What follows belongs to an exercise in optimizing a design on an open flow for small area, a short achievable clock period and few clock cycles per item; a production flow would make more cautious choices.
Only simulation tests tie the RTL to the original design; equivalence was not proved.
Power and IR drop assume default switching activity.

==> flow/design.v (outline; a module is shown in full before it is edited, if it fits) <==
// module fir_round_sat: 27 lines
// module fir_serial_mac: 6365 lines
// module fir_fa: 10 lines
// module fir_ha: 9 lines
module fir_serial_mac #(
  parameter int DATA_W = fir_pkg::DATA_W_DEF,
  parameter int COEF_W = fir_pkg::COEF_W_DEF,
  parameter int TAPS   = 11,
  parameter int FRAC_W = fir_pkg::FRAC_W_DEF,
  parameter int ADDR_W = fir_pkg::clog2(TAPS)
) (
  input  logic                     i_clk,
  input  logic                     i_rst,
  input  logic                     i_valid,
  output logic                     o_ready,
  input  logic signed [DATA_W-1:0] i_data,
  input  logic                     i_coef_we,
  input  logic [ADDR_W-1:0]        i_coef_addr,
  input  logic signed [COEF_W-1:0] i_coef_data,
  output logic                     o_valid,
  output logic signed [DATA_W-1:0] o_data,
  output logic                     o_sat
);
  // ...
==> flow/flow/run.sh <==
#!/bin/bash
set -e
export SETUP_SLACK_MARGIN=6.2
bash standard.sh > standard_flow.log 2>&1
==> flow/standard.sh <==
#!/bin/bash
# synth_recipe.tcl (not shown) runs the flow's synth.tcl, then flattens the netlist and writes it again
# the make line also repeats each setting of config.mk as NAME=value (left out here)
make -C /OpenROAD-flow-scripts/flow DESIGN_CONFIG=/design/flow/config.mk WORK_HOME=/design/flow/orfs CLKGATE_MAP_FILE= SYNTH_SCRIPT=/design/flow/synth_recipe.tcl "${@:-finish}"
==> flow/config.mk <==
export PLATFORM = sky130hd
export DESIGN_NAME = fir_serial_mac
export DESIGN_NICKNAME = fir_serial_mac
export VERILOG_FILES = /design/flow/design.v
export SDC_FILE = /design/flow/constraint.sdc
export NUM_CORES = 4
export LEC_CHECK = 0
export CAP_MARGIN = 20
export CORE_MARGIN = 2
export CORE_UTILIZATION = 55
export CTS_CLUSTER_DIAMETER = 90
export CTS_CLUSTER_SIZE = 20
export PLACE_DENSITY = 0.65
export SLEW_MARGIN = 30
export SYNTH_HIERARCHICAL = 1
export SYNTH_MINIMUM_KEEP_SIZE = 0
export TNS_END_PERCENT = 100
==> flow/constraint.sdc <==
create_clock -name core_clock -period 10.0 [get_ports {i_clk}]
set_input_delay 2.0000 -clock core_clock [delete_from_list [all_inputs] [get_ports {i_clk}]]
set_output_delay 2.0000 -clock core_clock [all_outputs]
set_load 0.01 [all_outputs]
==> flow_summary.json, run 1 <==
{
  "status": "finished clean",
  "required_ns": 10.64,
  "cts_tree": "yes",
  "n_tap_cell": 2325,
  "synthesis.area_mm2": 0.0963,
  "wl_per_cell_um": 40.6,
  "min_to": "vc",
  "nNonClkInverters": 30,
  "hold_path_depth": 1,
  "most-common-layout-cells": "fa_1 (1622), xnor2_1 (1578), a22oi_1 (1488)",
  "hold_violations": 0,
  "grt_start_max_net_pins": 181,
  "use_met1_pct": 60.9,
  "p_int_mw": 7.36,
  "met3_usage_pct": 24.3,
  "highest_layer": "met5",
  "dieArea_mm2": 0.178,
  "cts_buffer_depth": 3,
  "drc": 0,
  "synth_cells": 8457,
  "seq_cell_count": 1020,
  "synth-compound-area-share_pct": 14.0,
  "worstSetupStartpoint": "ce0[9]",
  "power_leader": "sequential cells",
  "synthAdderAreaFrac_pct": 36.1,
  "p_sw_share_pct": 37.1,
  "grt_remaining_overflow": 0,
  "dominant_cells": "multi-input combinational cells",
  "clock-root-buffer": "clkbuf_16",
  "timing.rr.end": "pa_23_12",
  "final_cells": 10287,
  "place_congestion": 1.05,
  "nets": 9715
}
Testbench counts, summed over its fixed seeds: cycles 1,984, items 1,920.
==> run 2: changes to the inputs <==
==> flow/flow/run.sh (replaced) <==
#!/bin/bash
set -e
export SETUP_SLACK_MARGIN=6.35
bash standard.sh > standard_flow.log 2>&1
==> flow_summary.json, run 2 <==
{
  "h-tree-depth": 3,
  "dp_hpwl_mm": 338,
  "core-area_mm2": 0.174,
  "grt_remaining_overflow": 0,
  "setup_tns_ns": 0,
  "crit_path_frequent_cell": "fa_2",
  "postCtsHoldBufs": 0,
  "num_vias": 71363,
  "cts_made_buffers": 78,
  "cts_buffer_depth": 3,
  "period_needed_ns": 3.70,
  "maxSlewViolCount": 0,
  "ys_top_cells_by_area": "fa_1 (35%), dfxtp_1 (21%), xnor2_1 (14%)",
  "place_congestion": 1.05,
  "via_per_inst": 6.90,
  "cts_tree": "yes",
  "worstSkewPairLatency_ns": 0.77,
  "period_share_pct": 37.0,
  "hold_violations": 0,
  "synth_cell_type_count": 70,
  "crit_type": "flip-flop to flip-flop",
  "syn_to_final_growth_pct": 7.93,
  "met2_usage_pct": 66.6,
  "required_ns": 10.63,
  "dp.cells": 10132,
  "wirelength_mm": 421,
  "first_global_vias": 71189,
  "drc": 0,
  "die_x_um": 422,
  "power.share.clock_pct": 29.8,
  "cts_sinks": 1020,
  "grt_antenna_before_repair": 21,
  "grt_pass1_wl_mm": 578,
  "cellPowerDensity_mw_per_mm2": 115,
  "syn_area_per_cell_um2": 11.4,
  "hold_path.class": "flip-flop to flip-flop",
  "pwr-share-seq_pct": 37.6,
  "crit_fanout": 17,
  "antenna_left": 0,
  "grt_use_total_pct": 46.7,
  "initialDrtViolationCount": 9941,
  "p_int_mw": 7.47,
  "cp_cell_sequence": "buf_8 > a22oi_1 > xnor2_1 > fa_1 > fa_2 > fa_2 > fa_2 > fa_1",
  "tightest_slew_ns": 1.12,
  "p_sw_mw": 4.48,
  "nets": 9771,
  "yosysTopAreaCellShare_pct": 35.1,
  "ir_drop_mv": 0.223,
  "critPathLaunchType": "flip-flop",
  "rows": 153,
  "layout-drive-gt1-share_pct": 13.6,
  "die_h_um": 422,
  "top_usage_layer": "met2",
  "combPwrFrac_pct": 32.6,
  "clock-root-buffer": "clkbuf_16",
  "synth_cells": 8457,
  "synth_most_common_cell": "fa_1",
  "relSlewSlack_pct": 25.6,
  "synth_area_leader_cell": "fa_1",
  "ios": 63,
  "synth-edff-count": 18,
  "final_cells": 10343,
  "mostFrequentLayoutCell": "xnor2_1",
  "endpoint_kind": "flip-flop",
  "maxCapViolCount": 0,
  "synthesis.area_mm2": 0.0963,
  "synth_flop_cell": "dfxtp_1",
  "fmax_mhz": 270,
  "p_leak_nw": 40.2,
  "postSynthRegisterBits": 1020,
  "rsz0062_at_grt": "true",
  "use_met1_pct": 61.4,
  "async_flop_share_pct": 0,
  "synth_warnings": 8,
  "cpMaxStageDelayCell": "fa_2",
  "synth.net_count": 10265,
  "clkSlewWorstSetupHoldPaths_ns": 0.08,
  "dieArea_mm2": 0.178,
  "synth.yosys.seq_area_share_pct": 21.4,
  "most-common-layout-cells": "xnor2_1 (1562), fa_1 (1508), a22oi_1 (1465)",
  "met3_usage_pct": 23.7,
  "status": "finished clean",
  "wl_per_cell_um": 40.7,
  "critPathMaxStageDelay_ns": 0.67,
  "clock_skew_ns": 0.0493,
  "port_buffers": 62,
  "initial_core_util_pct": 55.4,
  "grt_start_max_net_pins": 181,
  "synth_top_cells_by_count": "fa_1 (1689), xnor2_1 (1594), a22oi_1 (1496)",
  "arrival_ns": 4.33,
  "p_sw_share_pct": 37.5,
  "finalSetupViolCount": 0,
  "drtPass1Iterations": 9
}
## run 2: cell counts after synthesis
No cell type changed its count.
## run 2: repair_timing
action                                  CTS  global route
pin swaps                                50           138
endpoints found under the setup margin  216            95
gates resized for setup                 627           389
buffers inserted                         25            49
gates cloned                              1             1
## run 2: worst paths after layout
check          from  endpoint  slack, ns  cells after the start
max          h2[16]  pa_20_12       6.30                      8
min              vb        vc       0.45                      1
max reg2reg  h2[16]  pa_20_12       6.30                      8
min reg2reg      vb        vc       0.45                      1
## run 2: cells by family after synthesis
logic type	after synthesis	synth area share (%)
other cells	2	0.00780
mux	368	3.82
fa+ha+maj	1766	36.1
simple gates	698	3.51
compound gates	1812	14.0
xor+xnor	1697	15.4
flops	1020	21.4
buf+inv	1094	5.72
## run 2: layout make-up
type                            count  area, µm²
Fill cell                       14176      70100
Antenna cell                        5       12.5
Tap cell                         2325       2910
Multi-Input combinational cell   6344      71400
Sequential cell                  1020      21200
Clock buffer                       87       2050
Timing Repair Buffer              489       5600
Inverter                           30        113
Clock inverter                     43        643
## run 2: modules after synthesis (local to each module, per instance), a selection
module / copies in the design / area, µm² / cells / flip-flops and latches
fir_fa: 1688 / 20.0 / 1 / 0
fir_ha: 25 / 12.5 / 1 / 0
fir_serial_mac: 1 / 59900 / 6421 / 1020
## run 2: power by group through the flow
stage	logic, mW	registers, mW	clock network [mW]
after global routing	4.02	4.52	3.71
after global placement	3.26	4.62	0
after detailed placement	3.27	4.63	0
after floorplan	1.76	4.54	0
after CTS	3.66	4.50	3.60
final	3.89	4.50	3.57
## run 2: metrics by stage
stage | total power [mW] | cell area [µm²] | setup slack, ns | hold WS (ns) | util, %
3_5_place_dp | 7.90 | 97300 | 5.56 | 0.427 | 55.9
4_1_cts | 11.8 | 102000 | 6.32 | 0.448 | 58.7
2_1_floorplan | 6.29 | 96300 | 6.50 | 0.341 | -
6_report | 12.0 | 104000 | 6.30 | 0.446 | 59.7
3_3_place_gp | 7.88 | 97200 | 5.57 | 0.426 | 55.9
5_1_grt | 12.2 | 104000 | 6.29 | 0.452 | 59.7
## run 2: layer usage
| metal | vias to the layer above | share of wire (%) |
|---|---|---|
| met5 | - | 0.16 |
| met4 | 28 | 4.4 |
| met3 | 1117 | 16 |
| met2 | 5536 | 41 |
| met1 | 37170 | 38 |
| li1 | 27512 | - |
## run 2: critical path: cells and delay by family, from the launching register on
| kind | cells | cell delay, ns |
|---|---|---|
| DFF | 1 | 0.34 |
| buffers and inverters | 1 | 0.19 |
| adders and majority gates | 5 | 2.59 |
| xor gates and xnor gates | 1 | 0.29 |
| AOI/OAI and AO/OA | 1 | 0.12 |
==> run 3: changes to the inputs <==
==> flow/flow/run.sh (replaced) <==
#!/bin/bash
set -e
export SETUP_SLACK_MARGIN=6.45
bash standard.sh > standard_flow.log 2>&1
==> flow_summary.json, run 3 <==
{
  "status": "finished clean",
  "grt_antenna_before_repair": 27,
  "grt_use_total_pct": 47.2,
  "clock_skew_ns": 0.0456,
  "wirelength_mm": 430,
  "ios": 63,
  "yosysTopAreaCellShare_pct": 35.1,
  "dp_hpwl_mm": 338,
  "h-tree-depth": 3,
  "synth_mux_area_share_pct": 3.82,
  "crit_type": "flip-flop to flip-flop",
  "drc": 0,
  "period_needed_ns": 3.69,
  "synth_warnings": 8,
  "synth_flop_cell": "dfxtp_1",
  "reg2reg_depth": 9,
  "synth_top_cells_by_count": "fa_1 (1689), xnor2_1 (1594), a22oi_1 (1496)",
  "async_flop_share_pct": 0,
  "synth_most_common_cell": "fa_1",
  "ys_top_cells_by_area": "fa_1 (35%), dfxtp_1 (21%), xnor2_1 (14%)",
  "cpMaxStageDelayCell": "fa_1",
  "synthesis.area_mm2": 0.0963,
  "period_share_pct": 36.9,
  "combPwrFrac_pct": 34.0,
  "synthAdderAreaFrac_pct": 36.1,
  "pwr-share-seq_pct": 36.8,
  "tightest_slew_ns": 1.14,
  "power.share.clock_pct": 29.2,
  "hold_path_depth": 1,
  "min-delay-start": "vb",
  "cp_cell_sequence": "buf_12 > buf_4 > a22oi_2 > xnor2_2 > fa_1 > fa_2 > fa_2 > fa_2 > fa_2",
  "relSlewSlack_pct": 24.2,
  "timing.rr.end": "pa_23_12",
  "cts_tree": "yes",
  "first_global_vias": 72297,
  "p_sw_share_pct": 37.3,
  "fmax_mhz": 271,
  "cts_sinks": 1020,
  "synth.net_count": 10265,
  "synth-edff-count": 18,
  "p_int_mw": 7.66,
  "critPathLaunchType": "flip-flop",
  "arrival_ns": 4.40,
  "port_buffers": 62,
  "postSynthRegisterBits": 1020,
  "path_delay_family": "adder cells",
  "crit_path_frequent_cell": "fa_2",
  "synth_cells": 8457,
  "worstSkewPairLatency_ns": 0.77,
  "antenna_left": 0,
  "clock-root-buffer": "clkbuf_16",
  "cts_made_buffers": 78,
  "grt_remaining_overflow": 0,
  "synth_cell_type_count": 70,
  "core-area_mm2": 0.174,
  "reg2reg_slack_ns": 6.31,
  "setup_tns_ns": 0,
  "grt_pass1_wl_mm": 585,
  "num_vias": 72551,
  "synth-simple-area-share_pct": 3.51,
  "drtPass1Iterations": 9,
  "fill_cells": 13839,
  "cts_buffer_depth": 3,
  "die_h_um": 422,
  "mostFrequentLayoutCell": "xnor2_1",
  "p_total_mw": 12.2,
  "rows": 153,
  "finalSetupViolCount": 0,
  "die_x_um": 422,
  "synth.yosys.seq_area_share_pct": 21.4,
  "layout-drive-gt1-share_pct": 19.0,
  "crit_fanout": 4,
  "min_to": "vc",
  "synth_top_family_by_area": "adder cells",
  "worstReg2RegStart": "xin_q[13]",
  "maxCapViolCount": 0,
  "maxSlewViolCount": 0,
  "endpoint_kind": "flip-flop",
  "most-common-layout-cells": "xnor2_1 (1542), a22oi_1 (1387), fa_1 (1342)",
  "rsz0062_at_grt": "true",
  "initial_core_util_pct": 55.4,
  "p_leak_nw": 41.0,
  "critPathMaxStageDelay_ns": 0.60,
  "required_ns": 10.71,
  "synth-xor-area-share_pct": 15.4,
  "synth_area_leader_cell": "fa_1",
  "nets": 9913,
  "place_congestion": 1.05,
  "synth-compound-area-share_pct": 14.0,
  "p_sw_mw": 4.56,
  "syn_to_final_growth_pct": 11.5,
  "syn_area_per_cell_um2": 11.4,
  "via_per_inst": 6.92,
  "initialDrtViolationCount": 9847,
  "wl_per_cell_um": 41.0,
  "hold_path.class": "flip-flop to flip-flop",
  "dieArea_mm2": 0.178,
  "ir_drop_mv": 0.173,
  "worst-path-buf-inv": 2,
  "hold_violations": 0,
  "postCtsHoldBufs": 0,
  "clkSlewWorstSetupHoldPaths_ns": 0.09,
  "cellPowerDensity_mw_per_mm2": 114,
  "grt_start_max_net_pins": 181
}
## run 3: cell counts after synthesis
Identical to the previous run, type by type.
## run 3: timing repair
item / 4_1_cts / 5_1_grt
setup buffers: 98 / 112
gates cloned: 3 / 5
gates resized for setup: 1069 / 510
endpoints found under the setup margin: 248 / 129
hold endpoints to repair: 0 / 0
pin swaps: 160 / 282
## run 3: worst reg2reg max path: stages (launching register included)
cell,delay [ns]
edfxtp_1,0.44
buf_12,0.18
buf_4,0.17
a22oi_2,0.19
xnor2_2,0.09
fa_1,0.60
fa_2,0.57
fa_2,0.48
fa_2,0.37
fa_2,0.53
## run 3: power groups by stage
stage,sequential (mW),clock [mW],combinational [mW]
floorplan,4.54,0,1.76
global placement,4.62,0,3.26
detailed placement,4.63,0,3.27
CTS,4.50,3.60,3.83
global route,4.52,3.72,4.27
finish,4.50,3.57,4.16
## run 3: per-module statistics from Yosys, one instance, submodules excluded, a selection
module / flops+latches / area (µm²)
fir_serial_mac: 1020 / 59900
fir_fa: 0 / 20.0
fir_ha: 0 / 12.5
## run 3: kinds of logic after synthesis
| logic type | Yosys count |
|---|---|
| compound gates | 1812 |
| xor+xnor | 1697 |
| flops | 1020 |
| fa+ha+maj | 1766 |
| mux | 368 |
| buf+inv | 1094 |
| simple gates | 698 |
| other cells | 2 |
## run 3: cell type report
cell class              instances  area [µm²]  share of cell area (%)
clock inverters                43         643                   0.599
diodes                          3        7.51                 0.00699
flip-flops and latches       1020       21300                    19.8
multi-input cells            6344       72600                    67.6
repair buffers                631        7840                    7.30
clock buffers                  87        2050                    1.91
inverters                      30         113                   0.105
well taps                    2325        2910                    2.71
## run 3: worst max-delay path by stage
stage                   start         to  depth (start not counted)
floorplan             ce1[18]   pa_19_12                          9
global placement       pb_0_0  o_data[0]                         13
detailed placement     pb_0_0  o_data[0]                         13
CTS                 xin_q[15]   pa_23_12                          9
global route        xin_q[15]   pa_23_12                          9
finish              xin_q[13]   pa_23_12                          9
## run 3: layer usage
metal / global-route usage (%) / vias to the layer above / routed length, µm
met2: 67.1 / 5750 / 177000
met3: 23.9 / 1283 / 71300
met4: 16.7 / 24 / 22600
li1: - / 27814 / -
met5: 0.753 / - / 563
met1: 61.9 / 37680 / 159000
## run 3: per-stage QoR
step	instances	hold WS, ns	utilization, %	setup slack, ns	area, µm²
2_1_floorplan	8457	0.341	-	6.50	96300
3_3_place_gp	10129	0.426	55.9	5.57	97200
3_5_place_dp	10132	0.427	55.9	5.56	97300
4_1_cts	10363	0.448	59.9	6.35	104000
5_1_grt	10480	0.452	61.7	6.29	107000
6_report	10483	0.447	61.7	6.31	107000
==> run 4: changes to the inputs <==
==> flow/flow/run.sh (replaced) <==
#!/bin/bash
set -e
export SETUP_SLACK_MARGIN=6.3
bash standard.sh > standard_flow.log 2>&1
==> flow_summary.json, run 4 <==
{
  "initialDrtViolationCount": 9770,
  "synth_flop_cell": "dfxtp_1",
  "core-area_mm2": 0.174,
  "initial_core_util_pct": 55.4,
  "relSlewSlack_pct": 21.4,
  "cpMaxStageDelayCell": "fa_2",
  "period_needed_ns": 3.71,
  "most-common-layout-cells": "xnor2_1 (1567), fa_1 (1551), a22oi_1 (1471)",
  "crit_path_frequent_cell": "fa_2",
  "layout-drive-gt1-share_pct": 12.3,
  "cp_cell_sequence": "buf_12 > buf_4 > a22oi_2 > xnor2_2 > fa_2 > fa_2 > fa_2 > fa_1 > fa_1",
  "first_global_vias": 71309,
  "multi_input_area_mm2": 0.0712,
  "die_x_um": 422,
  "port_buffers": 62,
  "synth_cells": 8457,
  "clock-root-buffer": "clkbuf_16",
  "wl_per_cell_um": 40.7,
  "status": "finished clean",
  "async_flop_share_pct": 0,
  "grt_use_total_pct": 46.6,
  "finalSetupViolCount": 0,
  "synth_most_common_cell": "fa_1",
  "synthesis.area_mm2": 0.0963,
  "required_ns": 10.65,
  "clkSlewWorstSetupHoldPaths_ns": 0.10,
  "critPathMaxStageDelay_ns": 0.70,
  "rows": 153,
  "dieArea_mm2": 0.178,
  "synth-edff-count": 18,
  "mostFrequentLayoutCell": "xnor2_1",
  "min-delay-start": "vb",
  "ir_drop_mv": 0.210,
  "endpoint_kind": "flip-flop",
  "hold_violations": 0,
  "syn_to_final_growth_pct": 6.96,
  "tightest_slew_ns": 1.18,
  "synth_warnings": 8,
  "ys_top_cells_by_area": "fa_1 (35%), dfxtp_1 (21%), xnor2_1 (14%)",
  "crit_fanout": 8,
  "drtPass1Iterations": 9,
  "maxCapViolCount": 0,
  "yosysTopAreaCellShare_pct": 35.1,
  "worstReg2RegStart": "xin_q[13]",
  "worstSkewPairLatency_ns": 0.77,
  "regArea_mm2": 0.0212,
  "clock_skew_ns": 0.0497,
  "synth.yosys.seq_area_share_pct": 21.4,
  "worstSetupStartpoint": "xin_q[13]",
  "h-tree-depth": 3,
  "ios": 63,
  "critPathLaunchType": "flip-flop",
  "setup_tns_ns": 0,
  "wirelength_mm": 420,
  "postSynthRegisterBits": 1020,
  "drc": 0,
  "cts_buffer_depth": 3,
  "cellPowerDensity_mw_per_mm2": 116,
  "cts_tree": "yes",
  "synth_top_cells_by_count": "fa_1 (1689), xnor2_1 (1594), a22oi_1 (1496)",
  "arrival_ns": 4.36,
  "rsz0062_at_grt": "true",
  "grt_antenna_before_repair": 28,
  "grt_start_max_net_pins": 181,
  "fill_cells": 14273,
  "p_leak_nw": 39.9,
  "antenna_left": 0,
  "grt_pass1_wl_mm": 578,
  "worst-path-buf-inv": 2,
  "place_ws_ns": 5.56,
  "grt_remaining_overflow": 0,
  "via_per_inst": 6.91,
  "place_congestion": 1.05,
  "period_share_pct": 37.1,
  "cts_sinks": 1020,
  "fin_ws_ns": 6.29,
  "die_h_um": 422,
  "dp_hpwl_mm": 338,
  "cts_made_buffers": 78,
  "synth.net_count": 10265,
  "path_delay_family": "adder cells",
  "nets": 9735,
  "synth_cell_type_count": 70,
  "num_vias": 71283,
  "fmax_mhz": 270,
  "synth_area_leader_cell": "fa_1",
  "hold_path.class": "flip-flop to flip-flop",
  "maxSlewViolCount": 0,
  "syn_area_per_cell_um2": 11.4,
  "crit_type": "flip-flop to flip-flop"
}
[run 4: modules after synthesis, one instance, submodules excluded, a selection]
module / cell area (µm²) / copies in the design / cells inside
fir_serial_mac: 59900 / 1 / 6421
fir_fa: 20.0 / 1688 / 1
fir_ha: 12.5 / 25 / 1
[run 4: worst paths after layout]
| path | to | slack (ns) | cells past startpoint |
|---|---|---|---|
| max | pa_19_12 | 6.29 | 9 |
| min | vc | 0.45 | 1 |
| max reg2reg | pa_19_12 | 6.29 | 9 |
| min reg2reg | vc | 0.45 | 1 |
[run 4: area by class of cell]
class	instances	area share, %
multi-input cells	6344	69.1
flip-flops and latches	1020	20.6
repair buffers	453	4.77
well taps	2325	2.82
clock buffers	87	1.99
clock inverters	43	0.624
inverters	30	0.109
diodes	8	0.0194
[run 4: kinds of logic after synthesis]
logic type	synth area share [%]
xor+xnor	15.4
mux	3.82
compound gates	14.0
flops	21.4
simple gates	3.51
fa+ha+maj	36.1
other cells	0.00780
buf+inv	5.72
[run 4: per-layer routing]
metal	up-vias	part of all wire [%]	global-route usage, %
met5	-	0.14	1.56
met4	30	4.5	14.7
met3	1155	16	24.6
met2	5443	41	66.4
met1	37215	38	60.8
li1	27440	-	-
[run 4: through the flow]
stage / instances / total power [mW] / hold WS [ns] / util (%) / instance area [µm²]
global placement: 10129 / 7.88 / 0.426 / 55.9 / 97200
global route: 10302 / 12.2 / 0.452 / 59.2 / 103000
finish: 10310 / 11.9 / 0.446 / 59.2 / 103000
CTS: 10284 / 11.7 / 0.448 / 58.4 / 102000
floorplan: 8457 / 6.29 / 0.341 / - / 96300
detailed placement: 10132 / 7.90 / 0.427 / 55.9 / 97300
[run 4: report_power, final]
group          leakage, nW  internal [mW]  switching (mW)  total (mW)
sequential            8.44           4.31           0.183        4.50
clock                 1.31           1.73            1.84        3.57
combinational         30.2           1.43            2.45        3.87
total                 39.9           7.47            4.47        11.9
[run 4: timing repair]
item | CTS | global route
pin swaps | 26 | 93
endpoints found under the hold margin | 0 | 0
resized for setup | 480 | 356
endpoints found under the setup margin | 189 | 92
buffers inserted | 21 | 16
gates cloned | 1 | 0
hold buffers | 0 | 0
==> run 5: changes to the inputs <==
==> flow/flow/run.sh (replaced) <==
#!/bin/bash
set -e
export SETUP_SLACK_MARGIN=6.1
bash standard.sh > standard_flow.log 2>&1
--- a/flow/config.mk
+++ b/flow/config.mk
@@ -8,8 +8,8 @@
 export CAP_MARGIN = 20
 export CORE_MARGIN = 2
 export CORE_UTILIZATION = 55
-export CTS_CLUSTER_DIAMETER = 90
-export CTS_CLUSTER_SIZE = 20
+export CTS_CLUSTER_DIAMETER = 100
+export CTS_CLUSTER_SIZE = 24
 export PLACE_DENSITY = 0.65
 export SLEW_MARGIN = 30
 export SYNTH_HIERARCHICAL = 1
==> flow_summary.json, run 5 <==
{
  "status": "finished clean",
  "hold_violations": 0,
  "synth_warnings": 8,
  "hold_path.class": "flip-flop to flip-flop",
  "rows": 153,
  "endpoint_kind": "flip-flop",
  "syn_to_final_growth_pct": 4.03,
  "first_global_vias": 70872,
  "synth_flop_cell": "dfxtp_1",
  "rsz0062_at_grt": "false",
  "relSlewSlack_pct": 23.6,
  "grt_antenna_before_repair": 20,
  "drtPass1Iterations": 7,
  "critPathLaunchType": "flip-flop",
  "mostFrequentLayoutCell": "fa_1",
  "most-common-layout-cells": "fa_1 (1663), xnor2_1 (1582), a22oi_1 (1494)",
  "hold_path_depth": 1,
  "wirelength_mm": 418,
  "synth.yosys.seq_area_share_pct": 21.4,
  "reg2reg_depth": 8,
  "dp_hpwl_mm": 338,
  "cp-endpoint": "pa_20_12",
  "timing.rr.end": "pa_20_12",
  "postSynthRegisterBits": 1020,
  "grt_pass1_wl_mm": 575,
  "finalSetupViolCount": 0,
  "cts_sinks": 1020,
  "initialDrtViolationCount": 10013,
  "syn_area_per_cell_um2": 11.4,
  "initial_core_util_pct": 55.4,
  "die_x_um": 422,
  "drc": 0,
  "cp_num_cells": 8,
  "path_delay_family": "adder cells",
  "worstReg2RegStart": "h5[16]",
  "maxSlewViolCount": 0,
  "ir_drop_mv": 0.153,
  "reg2reg_slack_ns": 6.09,
  "h-tree-depth": 2,
  "synth_most_common_cell": "fa_1",
  "place_ws_ns": 5.56,
  "synth_cell_type_count": 70,
  "tightest_slew_ns": 1.15,
  "arrival_ns": 4.58,
  "cts_tree": "yes",
  "layout-drive-gt1-share_pct": 9.39,
  "cp_cell_sequence": "buf_4 > a22oi_1 > xnor2_1 > fa_1 > fa_1 > fa_2 > fa_1 > fa_1",
  "crit_path_frequent_cell": "fa_1",
  "cts_buffer_depth": 3,
  "num_vias": 70702,
  "clock-root-buffer": "clkbuf_16",
  "regArea_mm2": 0.0210,
  "cts_made_buffers": 59,
  "fmax_mhz": 256,
  "yosysTopAreaCellShare_pct": 35.1,
  "grt_remaining_overflow": 0,
  "p_leak_nw": 39.3,
  "antenna_left": 0,
  "cellPowerDensity_mw_per_mm2": 112,
  "via_per_inst": 6.90,
  "crit_type": "flip-flop to flip-flop",
  "period_share_pct": 39.1,
  "crit_fanout": 14,
  "ios": 63,
  "grt_use_total_pct": 46.4,
  "ys_top_cells_by_area": "fa_1 (35%), dfxtp_1 (21%), xnor2_1 (14%)",
  "worstSetupStartpoint": "h5[16]",
  "cpMaxStageDelayCell": "fa_1",
  "synth_area_leader_cell": "fa_1",
  "critPathMaxStageDelay_ns": 0.54,
  "required_ns": 10.68,
  "place_congestion": 1.05,
  "fill_cells": 14609,
  "clkSlewWorstSetupHoldPaths_ns": 0.10,
  "p_total_mw": 11.2,
  "synth.net_count": 10265,
  "synth_top_cells_by_count": "fa_1 (1689), xnor2_1 (1594), a22oi_1 (1496)",
  "synthesis.area_mm2": 0.0963,
  "multi_input_area_mm2": 0.0706,
  "synth_cells": 8457,
  "port_buffers": 62,
  "worstSkewPairLatency_ns": 0.82,
  "nets": 9694,
  "grt_start_max_net_pins": 181,
  "setup_tns_ns": 0,
  "core-area_mm2": 0.174,
  "fin_ws_ns": 6.09,
  "period_needed_ns": 3.91,
  "worst-path-buf-inv": 1,
  "async_flop_share_pct": 0,
  "synth-edff-count": 18,
  "clock_skew_ns": 0.0609,
  "dieArea_mm2": 0.178,
  "die_h_um": 422,
  "maxCapViolCount": 0,
  "wl_per_cell_um": 40.8
}
-- run 5: worst min-delay path by stage --
| stage | from | to | slack [ns] |
|---|---|---|---|
| 6_report | vb | vc | 0.45 |
| 5_1_grt | vb | vc | 0.46 |
| 4_1_cts | vb | vc | 0.45 |
| 3_5_place_dp | vb | vc | 0.43 |
| 3_3_place_gp | stale_q | pend | 0.43 |
| 2_1_floorplan | ce8[2] | pa_0_1 | 0.34 |
-- run 5: routing by layer --
layer	GRT usage [%]	up-vias	wire length, µm
li1	-	27325	-
met1	60.7	36978	158000
met2	66.0	5374	174000
met3	24.6	1013	70000
met4	14.4	12	15900
met5	0	-	128
-- run 5: Yosys stat by module (local to each module, per instance), a selection --
module | cells inside | flops+latches
fir_fa | 1 | 0
fir_ha | 1 | 0
fir_serial_mac | 6421 | 1020
-- run 5: metrics by stage --
step | hold WS (ns) | cell area (µm²) | util (%) | instances
2_1_floorplan | 0.341 | 96300 | - | 8457
3_3_place_gp | 0.426 | 97200 | 55.9 | 10129
3_5_place_dp | 0.427 | 97300 | 55.9 | 10132
4_1_cts | 0.450 | 99700 | 57.3 | 10232
5_1_grt | 0.455 | 100000 | 57.6 | 10237
6_report | 0.446 | 100000 | 57.6 | 10250
-- run 5: layout make-up --
class	instances	area share, %
Sequential cell	1020	20.9
Clock inverter	26	0.450
Multi-Input combinational cell	6345	70.5
Timing Repair Buffer	430	3.62
Tap cell	2325	2.90
Antenna cell	13	0.0325
Inverter	30	0.112
Clock buffer	61	1.48
-- run 5: cell families after synthesis --
kind of cell	Yosys count	share of synthesized area [%]
compound gates	1812	14.0
fa+ha+maj	1766	36.1
xor+xnor	1697	15.4
buf+inv	1094	5.72
flops	1020	21.4
simple gates	698	3.51
mux	368	3.82
other cells	2	0.00780
-- run 5: what timing repair did --
item                                    in CTS  in global routing
resized for setup                          167                129
hold buffers                                 0                  0
endpoints found under the setup margin     123                 63
pin swaps                                    2                 12
buffers inserted                            12                  4
gates cloned                                 1                  1
-- run 5: report_power, final --
part | switching [mW] | leakage (nW) | internal [mW]
Sequential | 0.183 | 8.41 | 4.33
Combinational | 2.46 | 29.9 | 1.36
Clock | 1.72 | 0.931 | 1.19
-- run 5: worst register-to-register path, cell delays in order, from the launching register on --
cell     delay [ns]
dfxtp_1        0.43
buf_4          0.30
a22oi_1        0.14
xnor2_1        0.41
fa_1           0.52
fa_1           0.54
fa_2           0.54
fa_1           0.47
fa_1           0.43

## port drivers added, routing unchanged
In the flow no input, the clock included, has a driving cell. The finished layouts below were timed again as built, in two steps. Step 1 (the two cells are an assumption about what drives the block):
set clk [get_ports {i_clk}]
set_driving_cell -lib_cell sky130_fd_sc_hd__clkbuf_16 $clk
set_driving_cell -lib_cell sky130_fd_sc_hd__buf_2 [delete_from_list [all_inputs] $clk]
Step 2, shift: input delay + t, output delay - t, t = (earliest + latest rising clock arrival at the registers) / 2. This alone moves slack from input paths to output paths. Slacks: ideal ports / drivers / drivers and shift; pairs: ideal ports / drivers.
| run | t, ns | slack for setup (ns) | clock arrival spread, ns | pins driven straight from the clock port |
|---|---|---|---|---|
| run 1 | 0.837 | 6.189 / 6.132 / 6.189 | 0.045 / 0.045 | 1 |
| run 2 | 0.843 | 6.297 / 6.267 / 6.297 | 0.051 / 0.051 | 1 |
| run 3 | 0.847 | 6.308 / 6.308 / 6.308 | 0.048 / 0.049 | 1 |
| run 4 | 0.847 | 6.294 / 6.262 / 6.294 | 0.050 / 0.049 | 1 |
| run 5 | 0.897 | 6.093 / 6.048 / 6.093 | 0.061 / 0.061 | 1 |
After both steps setup and hold are still met in every run listed.
